Source: an optimization exercise on an open RTL-to-GDS flow (aim: small area). Production flows keep margins and buffers that such runs may drop. At most, simulation tests tie the RTL to the original design; equivalence was not proved. No driver is modelled on the clock port, so clocking that relies on it looks cheaper here than on a real chip. Power and IR drop assume default switching activity.

## cpuTop
module cpuTop (
  input  logic        clk,
  input  logic        reset,
  input  logic [15:0] instr,
  input  logic [15:0] memRdata,
  output logic [15:0] pc,
  output logic [15:0] memAddr,
  output logic [15:0] memWdata,
  output logic        memWrite,
  output logic        memEn
);
  logic [2:0] ph;     
  logic       r2;     
  logic       clr;    
  wire [3:0] op = instr[15:12];
  wire [3:0] rd = instr[11:8];
  wire [3:0] fn = instr[7:4];
  wire [3:0] rs = instr[3:0];
  wire [7:0] imm = instr[7:0];
  wire isR    = (op == 4'd0);
  wire isScnd = (op == 4'd4);
  wire isJra  = (op == 4'd6);
  wire isLd   = (op == 4'd7);
  wire isSh   = (op == 4'd8);
  wire isSt   = (op == 4'd10);
  wire isBc   = (op == 4'd12);
  wire isJ    = (op == 4'd13);
  wire isJal  = (op == 4'd15);
  wire [3:0] code  = isR ? fn : op;
  wire aluOp  = isR || op == 4'd1 || op == 4'd2 || op == 4'd3 || op == 4'd5 ||
                op == 4'd9 || op == 4'd11 || op == 4'd14;
  wire isMul  = aluOp && code == 4'd14;
  wire isCmp  = aluOp && code == 4'd11;
  wire isAnd  = code == 4'd1;
  wire isOr   = code == 4'd2;
  wire isXor  = code == 4'd3;
  wire isNot  = isR && fn == 4'd4;
  wire isSub  = code == 4'd9 || code == 4'd11;
  wire logicOp = isAnd || isOr || isXor || isNot;
  wire cfW    = aluOp && !logicOp && !isMul && !isCmp && !(isR && fn == 4'd6);
  wire twoTurn = isLd || isMul || isSh || isSt;
  wire active  = !clr;
  wire last    = (ph == 3'd7);
  wire done    = active && last && (r2 || !twoTurn);
  always_ff @(posedge clk)
  begin
    if (reset)
    begin
      ph   <= 3'd0;
      r2   <= 1'b0;
      clr  <= 1'b1;
    end
    else
    begin
      ph   <= ph + 3'd1;
      if (last)
      begin
        r2  <= active && twoTurn && !r2;
        clr <= 1'b0;
      end
    end
  end
  logic [7:0] rf0 [16];   
  logic [7:0] rf1 [16];   
  wire [3:0] raA = rd;
  wire [3:0] raB = rs | {4{isJra}};
  logic [15:0] head0, head1;   
  always_comb
    for (int r = 0; r < 16; r++)
    begin
      head0[r] = rf0[r][0];
      head1[r] = rf1[r][0];
    end
  logic [1:0] rA, rB;
  mux16c u_rA0 (.d(head0), .s(raA), .y(rA[0]));
  mux16c u_rA1 (.d(head1), .s(raA), .y(rA[1]));
  mux16c u_rB0 (.d(head0), .s(raB), .y(rB[0]));
  mux16c u_rB1 (.d(head1), .s(raB), .y(rB[1]));
  logic [1:0] wd;
  logic       wen;
  wire  [3:0] wa = rd | {4{isJal}};
  ...
Size: ~740 cells after synthesis, ~320 flip-flops, roughly 84 I/O pins, about 10000 um2 of cells after synthesis.
clock: 11.0 ns
lec_check: 0
cap_margin: 20
core_margin: 2
core_utilization: 65
slew_margin: 20
synth_hierarchical: 1
standard.sh (not shown) runs the stock make flow with config.mk's settings and CLKGATE_MAP_FILE= SYNTH_SCRIPT=/design/flow/synth_recipe.tcl, a recipe that flattens the netlist after the stock synthesis.
==> flow/flow/run.sh <==
#!/bin/bash
# Own flow: the standard layout (standard.sh, with its standard
# synthesis unchanged) with three settings passed through ORFS's own
# variables:
#  - port buffers are the smallest buffer, sky130_fd_sc_hd__buf_1 (every
#    input and output port still gets its own buffer);
#  - clock tree synthesis uses clkbuf_4 clusters and adds no dummy loads;
#  - after clock tree synthesis, logic cells with timing to spare are swapped
#    for smaller cells of the same function (flow/downsize.tcl); global
#    routing's repair steps then run as usual.
# make's full output goes to flow.log here; ORFS keeps each step's log under
# orfs/logs/.
set -euo pipefail
export BUFFER_PORTS_ARGS="-buffer_cell sky130_fd_sc_hd__buf_1"
export CTS_ARGS="-sink_clustering_enable -repair_clock_nets -dont_use_dummy_load -buf_list sky130_fd_sc_hd__clkbuf_4 -sink_clustering_size 12 -sink_clustering_max_diameter 40"
export POST_CTS_TCL="$PWD/flow/downsize.tcl"
bash standard.sh > flow.log 2>&1
Other scripts of this flow, unchanged in this note and not shown: flow/flow/downsize.tcl
Then changed:
--- a/flow/design.v
+++ b/flow/design.v
@@ -27,50 +27,25 @@
   input  logic ld,     
   input  logic c,
   output logic s,
   output logic co
 );
   wire pp = ((one & b) | (two & bm1) | (ld & m)) ^ neg;
   fa1 u_fa (.a(acc), .b(pp), .c(c), .s(s), .co(co));
 endmodule
-module wrPredecode (
-  input  logic [3:0] wa,
-  input  logic       wen,
-  input  logic       clr,
-  output logic [3:0] loN,
-  output logic [3:0] hiN
-);
-  always_comb
-    for (int i = 0; i < 4; i++)
-    begin
-      loN[i] = !(clr || (wen && wa[1:0] == i[1:0]));
-      hiN[i] = !(clr || (wa[3:2] == i[1:0]));
-    end
-endmodule
-module nor2c (
-  input  logic a,
-  input  logic b,
-  output logic y
-);
-  assign y = !(a || b);
-endmodule
 module wrDecode (
   input  logic [3:0]  wa,
   input  logic        wen,
   input  logic        clr,
   output logic [15:0] sel
 );
-  logic [3:0] loN, hiN;
-  wrPredecode u_pre (.wa(wa), .wen(wen), .clr(clr), .loN(loN), .hiN(hiN));
-  genvar r;
-  for (r = 0; r < 16; r++)
-  begin : g_sel
-    nor2c u_s (.a(loN[r % 4]), .b(hiN[r / 4]), .y(sel[r]));
-  end
+  always_comb
+    for (int r = 0; r < 16; r++)
+      sel[r] = clr || (wen && wa == r[3:0]);
 endmodule
 module mux2c (
   input  logic a,
   input  logic b,
   input  logic s,
   output logic y
 );
   assign y = s ? b : a;
@@ -344,24 +319,23 @@
         wd  = {1'b0, cond && ph == 3'd0};
       end
       else if (isJal || (aluOp && !isCmp && !isMul))
         wen = 1'b1;   
     end
   end
   wire jmp = isBc || isJ || isJal || isJra;
   logic [15:0] pcInc;
-  logic [15:0] ic;
+  logic [16:0] ic;
   assign ic[0] = done && !jmp;
   genvar gi;
-  for (gi = 0; gi < 15; gi++)
+  for (gi = 0; gi < 16; gi++)
   begin : g_inc
     ha1 u_h (.a(pc[gi]), .b(ic[gi]), .s(pcInc[gi]), .co(ic[gi + 1]));
   end
-  assign pcInc[15] = pc[15] ^ ic[15];
   always_ff @(posedge clk)
   begin
     if (reset)
       pc <= 16'd0;
     else
       pc <= (done && jmp) ? marNext : pcInc;
   end
   assign memAddr  = mar;
=> Setup slack gains 0.042 ns; global-route usage is higher by 2.0 points; wire length rises by 7.8%; power stays flat; first-iteration DRC count drops by 35%; non-clock buffer count goes up by 1.

== PW ==
cpuTop again, from the RTL that the note above started with.
clock: 11.0 ns
lec_check: 0
cap_margin: 20
core_margin: 2
core_utilization: 65
slew_margin: 20
synth_hierarchical: 1
Scripts as last shown in full above: flow/flow/run.sh
Other scripts of this flow, unchanged in this note and not shown: flow/flow/downsize.tcl
### PW -> AL
--- a/flow/design.v
+++ b/flow/design.v
@@ -247,43 +247,45 @@
   wire s1 = aD[1] ^ xD[1] ^ c1;
   wire c2 = (aD[1] & xD[1]) | (c1 & (aD[1] ^ xD[1]));
   logic [1:0] aluDig;
   always_comb
   begin
     if (isAnd)      aluDig = aD & xRaw;
     else if (isOr)  aluDig = aD | xRaw;
     else if (isXor) aluDig = aD ^ xRaw;
     else if (isNot) aluDig = ~xRaw;
     else            aluDig = {s1, s0};
   end
+  wire cOut = c2 ^ inv;
+  wire ovf  = !(aD[1] ^ xD[1]) && (s1 ^ aD[1]);
   always_ff @(posedge clk)
   begin
     cy <= c2;
     if (reset)
     begin
       fc <= 1'b0; ff <= 1'b0; fz <= 1'b0; fl <= 1'b0; fn_ <= 1'b0;
     end
     else if (active && !r2)
     begin
       if (last && cfW)
       begin
-        fc <= c2 ^ inv;
-        ff <= !(aD[1] ^ xD[1]) && (s1 ^ aD[1]);
+        fc <= cOut;
+        ff <= ovf;
       end
       if (isCmp)
       begin
         fz <= (ph == 3'd0 || fz) && !s0 && !s1;
         if (last)
         begin
-          fl <= !c2;
-          fn_ <= c2 ^ aD[1] ^ xD[1];
+          fl <= cOut;         
+          fn_ <= s1 ^ ovf;    
         end
       end
     end
   end
   wire [1:0]  marIn   = isBc ? {s1, s0} : xRaw;
   wire [15:0] marNext = {marIn, mar[15:2]};
   always_ff @(posedge clk)
   begin
     if (!r2)
       mar <= marNext;
   end
@@ -358,15 +360,15 @@
   end
   assign pcInc[15] = pc[15] ^ ic[15];
   always_ff @(posedge clk)
   begin
     if (reset)
       pc <= 16'd0;
     else
       pc <= (done && jmp) ? marNext : pcInc;
   end
   assign memAddr  = mar;
   assign memWdata = acc;
-  wire memStep = active && r2 && ph == 3'd0 && (isLd || isSt);
+  wire memStep = r2 && ph == 3'd0 && (isLd || isSt);   
   assign memWrite = memStep && isSt && !reset;
   assign memEn    = memStep && !reset;
 endmodule
==> summary.txt <==
- Diff PW -> AL | layout buffer count excluding clock buffers | up by a few percent
- The die outline width on AL is in line with that on PW.
- AL vs. PW: area added between synthesis and finish went up by 0.50 points.
- Against PW, number of cells on the critical path in AL rose by a few percent.
- In the flow results for AL and PW, the total power of the final layout is larger on PW.
- On share of the synthesized area in compound gates (AO/OA/AOI/OAI), AL tracks PW almost exactly.
- Delta (AL minus PW): cell area power density down 0.73%; path depth of the worst reg2reg path dropped about 4%.
- Against PW, AL comes in 0.27 points higher on synthesized-area fraction occupied by and/or/nand/nor cells.
- Per the final summary, AL finished and its layout is clean on timing, DRC and antenna.
- The instance count of the mapped netlist of AL exceeds that of PW by about 1.8%.
- Final-report setup violation count across AL and PW: no real change.
- The number of diodes added for antenna fixing of AL exceeds that of PW by 1.
- From PW to AL the numbers moved as follows: combinational power share went up; met1 layer wirelength in the final routing went down.
Only the layout flow was run in AL; the RTL was not checked for function there.

[port drivers added, routing unchanged]
In the flow no input, the clock included, has a driving cell. The finished layouts below were timed again as built, in two steps.
Step 1: set_driving_cell puts a clkbuf_16 on clk and a buf_2 on each other input, an assumption about the parent block.
Step 2 adds t to the input delays and takes it off the output delays; t is the mean of the earliest and latest rising clock arrival at the registers after step 1. Input paths then give back, and output paths get back, about the clock's delay inside the block.
a / b / c = ideal / step 1 / step 2; a / b = the first two.
run	shift t [ns]	setup WS [ns]	worst hold slack (ns)
the first run of note 1	0.621	0.333 / 0.343 / -0.279	0.284 / 0.284 / 0.284
the second run of note 1	0.627	0.375 / 0.381 / -0.246	0.282 / 0.282 / 0.282
PW	0.621	0.333 / 0.343 / -0.279	0.284 / 0.284 / 0.284
AL	0.607	0.302 / 0.311 / -0.295	0.277 / 0.277 / 0.277
Met with ideal ports but missed after step 2: setup timing in every run listed. The setup slack of the second run of note 1, which loses most, moves by +0.006 ns with the drivers and by -0.621 ns with both steps.
